What follows belongs to an exercise in optimizing a design on an open flow for small area, a short achievable clock period and few clock cycles per item; a production flow would make more cautious choices. The RTL was checked by simulation tests, not by an equivalence proof against the original design. No activity file was given, so power comes from the tool's default toggle rates.

## fc_layer_top
module fc_layer_top #(
    parameter int ICH_B       = 4,
    parameter int OCH_B       = 2,
    parameter int OCH_T       = 4,
    parameter int SCALE_SHIFT = 8,
    parameter int RELU        = 1
) (
    input  logic                      clk,
    input  logic                      areset,
    input  logic                      i_run,
    output logic                      o_idle,
    output logic                      o_run,
    output logic                      o_done,
    output logic                      o_en_err,
    output fc_ctrl_pkg::in_addr_t     o_in_addr,
    output logic                      o_in_ce,
    input  fc_data_pkg::act_t         i_in_q,
    output fc_ctrl_pkg::w_addr_t      o_w_addr,
    output logic                      o_w_ce,
    input  fc_data_pkg::weight_word_t i_w_q,
    output fc_ctrl_pkg::och_idx_t     o_b_addr,
    output logic                      o_b_ce,
    input  fc_data_pkg::bias_t        i_b_q,
    output fc_ctrl_pkg::och_idx_t     o_out_addr,
    output logic                      o_out_ce,
    output fc_data_pkg::act_t         o_out_d
);
    localparam logic [5:0] LAST = 6'd38;     
    logic       r_run;
    logic       r_run_o;         
    logic       r_idle;
    logic       r_done;
    logic       r_err;
    logic [5:0] c;
    logic       start;
    logic       fin;
    assign start = !r_run && i_run;
    assign fin   = r_run && (c == LAST);
    always_ff @(posedge clk) begin
        if (areset) begin
            r_run  <= 1'b0;
            r_run_o <= 1'b0;
            r_idle <= 1'b1;
            r_done <= 1'b0;
            r_err  <= 1'b0;
        end else begin
            r_err  <= r_err | (i_run & r_run);
            r_done <= fin;
            r_run  <= start | (r_run & !fin);
            r_run_o <= (r_idle && i_run) | (r_run & !fin);
            r_idle <= !(start | (r_run & !fin));
        end
    end
    always_ff @(posedge clk) begin
        c <= r_run ? c + 6'd1 : 6'd0;
    end
    assign o_run    = r_run_o;
    assign o_idle   = r_idle;
    assign o_done   = r_done;
    assign o_en_err = r_err;
    logic [6:0] kw, ko;          
    logic       r_in_ce;
    logic [3:0] r_in_addr;       
    logic       r_w_ce;
    logic [4:0] r_w_addr;
    logic       r_b_ce;
    logic       r_out_ce;
    logic [2:0] r_out_addr;
    assign kw = {1'b0, c} - 7'd2;
    assign ko = {1'b0, c} - 7'd6;
  ...
For scale: roughly 1200 cells after synthesis, roughly 110 I/O pins, about 13000 µm² of cells after synthesis.
Settings: LEC_CHECK=0, ABC_AREA=1, CAP_MARGIN=20, CORE_MARGIN=2, CORE_UTILIZATION=60, CTS_CLUSTER_DIAMETER=100, CTS_CLUSTER_SIZE=30, PLACE_DENSITY=0.7, SLEW_MARGIN=20, SYNTH_HIERARCHICAL=1, SYNTH_MINIMUM_KEEP_SIZE=0; clock period 13.0 ns.
standard.sh (not shown) runs the stock make flow with config.mk's settings and CLKGATE_MAP_FILE= SYNTH_SCRIPT=/design/flow/synth_recipe.tcl, a recipe that flattens the netlist after the stock synthesis.
==> flow/flow/run.sh <==
#!/bin/bash
# The standard layout (standard synthesis included, unchanged) with:
#  - port buffers made from buf_4 cells instead of the resizer's default
#    choice (clkdlybuf4s50_1, a delay cell); after global placement the input
#    port buffers are set to buf_1 (flow/post_gpl.tcl), as inputs have slack,
#  - timing repair aiming at 9.4 ns of setup slack,
#  - clock tree synthesis without dummy loads.
# All tool output goes to standard.log here; ORFS also keeps its per-step
# logs under orfs/logs.
export BUFFER_PORTS_ARGS="-buffer_cell sky130_fd_sc_hd__buf_4"
export POST_GLOBAL_PLACE_TCL="$PWD/flow/post_gpl.tcl"
export SETUP_SLACK_MARGIN=9.40
export CTS_ARGS="-sink_clustering_enable -repair_clock_nets -sink_clustering_size 30 -sink_clustering_max_diameter 100 -dont_use_dummy_load"
bash standard.sh > standard.log 2>&1
==> flow/flow/post_gpl.tcl <==
# Port input buffers: the smallest buffer (inputs arrive early enough).
set n 0
foreach inst [[ord::get_db_block] getInsts] {
  if {[string match "input*" [$inst getName]] && [[$inst getMaster] getName] eq "sky130_fd_sc_hd__buf_4"} {
    replace_cell [$inst getName] sky130_fd_sc_hd__buf_1
    incr n
  }
}
puts "post_gpl: $n input buffers set to buf_1"
Testbench counts at the start, summed over its fixed seeds: cycles 20,480, runs 512.
==> next run, changes <==
Settings changed: ABC_AREA 1 to unset, PLACE_DENSITY 0.7 to 0.8.
=> The changed run passed the timing, DRC and antenna checks; utilization drops by 0.72 points; power climbs by a few percent; hold slack degrades by 0.029 ns; die area climbs slightly; final cell count drops by a little under a tenth.
==> next run, changes <==
==> flow/flow/run.sh (replaced) <==
#!/bin/bash
# The standard layout (standard synthesis included, unchanged), with the
# port buffers made from buf_4 cells instead of the resizer's default choice
# (clkdlybuf4s50_1, a delay cell), timing repair aiming at 9.35 ns of setup
# slack, and clock tree synthesis with larger sink clusters and no dummy
# loads. All tool output goes to standard.log here; ORFS also keeps its
# per-step logs under orfs/logs.
export BUFFER_PORTS_ARGS="-buffer_cell sky130_fd_sc_hd__buf_4"
export SETUP_SLACK_MARGIN=9.35
export CTS_ARGS="-sink_clustering_enable -repair_clock_nets -sink_clustering_size 30 -sink_clustering_max_diameter 100 -dont_use_dummy_load"
bash standard.sh > standard.log 2>&1
Settings changed: PLACE_DENSITY 0.8 to 0.7.
removed: flow/flow/post_gpl.tcl
Outcome: The changed run finished clean; routed wire length came out lower by about 3.4%; clock skew came out higher by 0.0073 ns; hold slack is better by 0.028 ns; setup slack is worse by 0.024 ns; global-route usage came out lower by 0.62 points.
==> next run, changes <==
==> flow/flow/run.sh (replaced) <==
#!/bin/bash
# The standard layout (standard synthesis included, unchanged) with:
#  - port buffers made from buf_4 cells instead of the resizer's default
#    choice (clkdlybuf4s50_1, a delay cell); after global placement the input
#    port buffers are set to buf_1 (flow/post_gpl.tcl), as inputs have slack,
#  - timing repair aiming at 9.4 ns of setup slack,
#  - clock tree synthesis without dummy loads.
# All tool output goes to standard.log here; ORFS also keeps its per-step
# logs under orfs/logs.
export BUFFER_PORTS_ARGS="-buffer_cell sky130_fd_sc_hd__buf_4"
export POST_GLOBAL_PLACE_TCL="$PWD/flow/post_gpl.tcl"
export SETUP_SLACK_MARGIN=9.40
export CTS_ARGS="-sink_clustering_enable -repair_clock_nets -sink_clustering_size 30 -sink_clustering_max_diameter 100 -dont_use_dummy_load"
bash standard.sh > standard.log 2>&1
==> flow/flow/post_gpl.tcl (new file) <==
# Port input buffers: the smallest buffer (inputs arrive early enough).
set n 0
foreach inst [[ord::get_db_block] getInsts] {
  if {[string match "input*" [$inst getName]] && [[$inst getMaster] getName] eq "sky130_fd_sc_hd__buf_4"} {
    replace_cell [$inst getName] sky130_fd_sc_hd__buf_1
    incr n
  }
}
puts "post_gpl: $n input buffers set to buf_1"
Settings changed: ABC_CLOCK_PERIOD_IN_PS set to 3000.
Result: The new run went through all stages and came out clean. Wire length shrinks slightly. Area after synthesis does not change. Setup slack gets better by 0.026 ns. Total power is about the same. Register-to-register slack gains 0.04 ns. Final cell count hardly moves. Sequential power stays flat.
==> next run, changes <==
==> flow/flow/run.sh (replaced) <==
#!/bin/bash
# The standard layout (standard synthesis included, unchanged), with the
# port buffers made from buf_4 cells instead of the resizer's default choice
# (clkdlybuf4s50_1, a delay cell), timing repair aiming at 9.30 ns of setup
# slack, and clock tree synthesis with larger sink clusters and no dummy
# loads. All tool output goes to standard.log here; ORFS also keeps its
# per-step logs under orfs/logs.
export BUFFER_PORTS_ARGS="-buffer_cell sky130_fd_sc_hd__buf_4"
export SETUP_SLACK_MARGIN=9.30
export CTS_ARGS="-sink_clustering_enable -repair_clock_nets -sink_clustering_size 30 -sink_clustering_max_diameter 100 -dont_use_dummy_load"
bash standard.sh > standard.log 2>&1
Settings changed: ABC_CLOCK_PERIOD_IN_PS 3000 to unset.
removed: flow/flow/post_gpl.tcl
=> Die area is unchanged. Fmax is lower by 0.76%. Global-route usage barely changes. First-iteration DRC count stays the same. Setup slack gets worse by 0.027 ns. Via count goes up by 0.64%. Total power barely changes. Wire length grows by 0.57%. Cell count hardly moves.

==> afterwards: timing with drivers on the ports <==
In the flow no input, the clock included, has a driving cell. The finished layouts below were timed again as built, in two steps.
Step 1 (the two cells are an assumption about what drives the block):
set clk [get_ports {clk}]
set_driving_cell -lib_cell sky130_fd_sc_hd__clkbuf_16 $clk
set_driving_cell -lib_cell sky130_fd_sc_hd__buf_2 [delete_from_list [all_inputs] $clk]
Step 2, shift: input delay + t, output delay - t, t = (earliest + latest rising clock arrival at the registers) / 2. This alone moves slack from input paths to output paths.
a / b / c = ideal ports / drivers / drivers and shift; a / b = the first two.
run	t, ns	slack for setup (ns)	worst hold slack (ns)	latest minus earliest clock arrival (ns)
the first run	0.514	9.443 / 9.396 / 9.483	0.336 / 0.336 / 0.336	0.037 / 0.037
the second run	0.522	9.440 / 9.394 / 9.391	0.307 / 0.307 / 0.307	0.025 / 0.025
the third run	0.519	9.416 / 9.372 / 9.454	0.335 / 0.335 / 0.335	0.033 / 0.032
the fourth run	0.506	9.442 / 9.396 / 9.395	0.336 / 0.336 / 0.336	0.054 / 0.053
the fifth run	0.520	9.415 / 9.371 / 9.453	0.334 / 0.334 / 0.334	0.033 / 0.033
After both steps setup and hold are still met in every run listed. For the second run, which loses most, drivers alone change the setup slack by -0.046 ns; drivers and shift together by -0.049 ns.
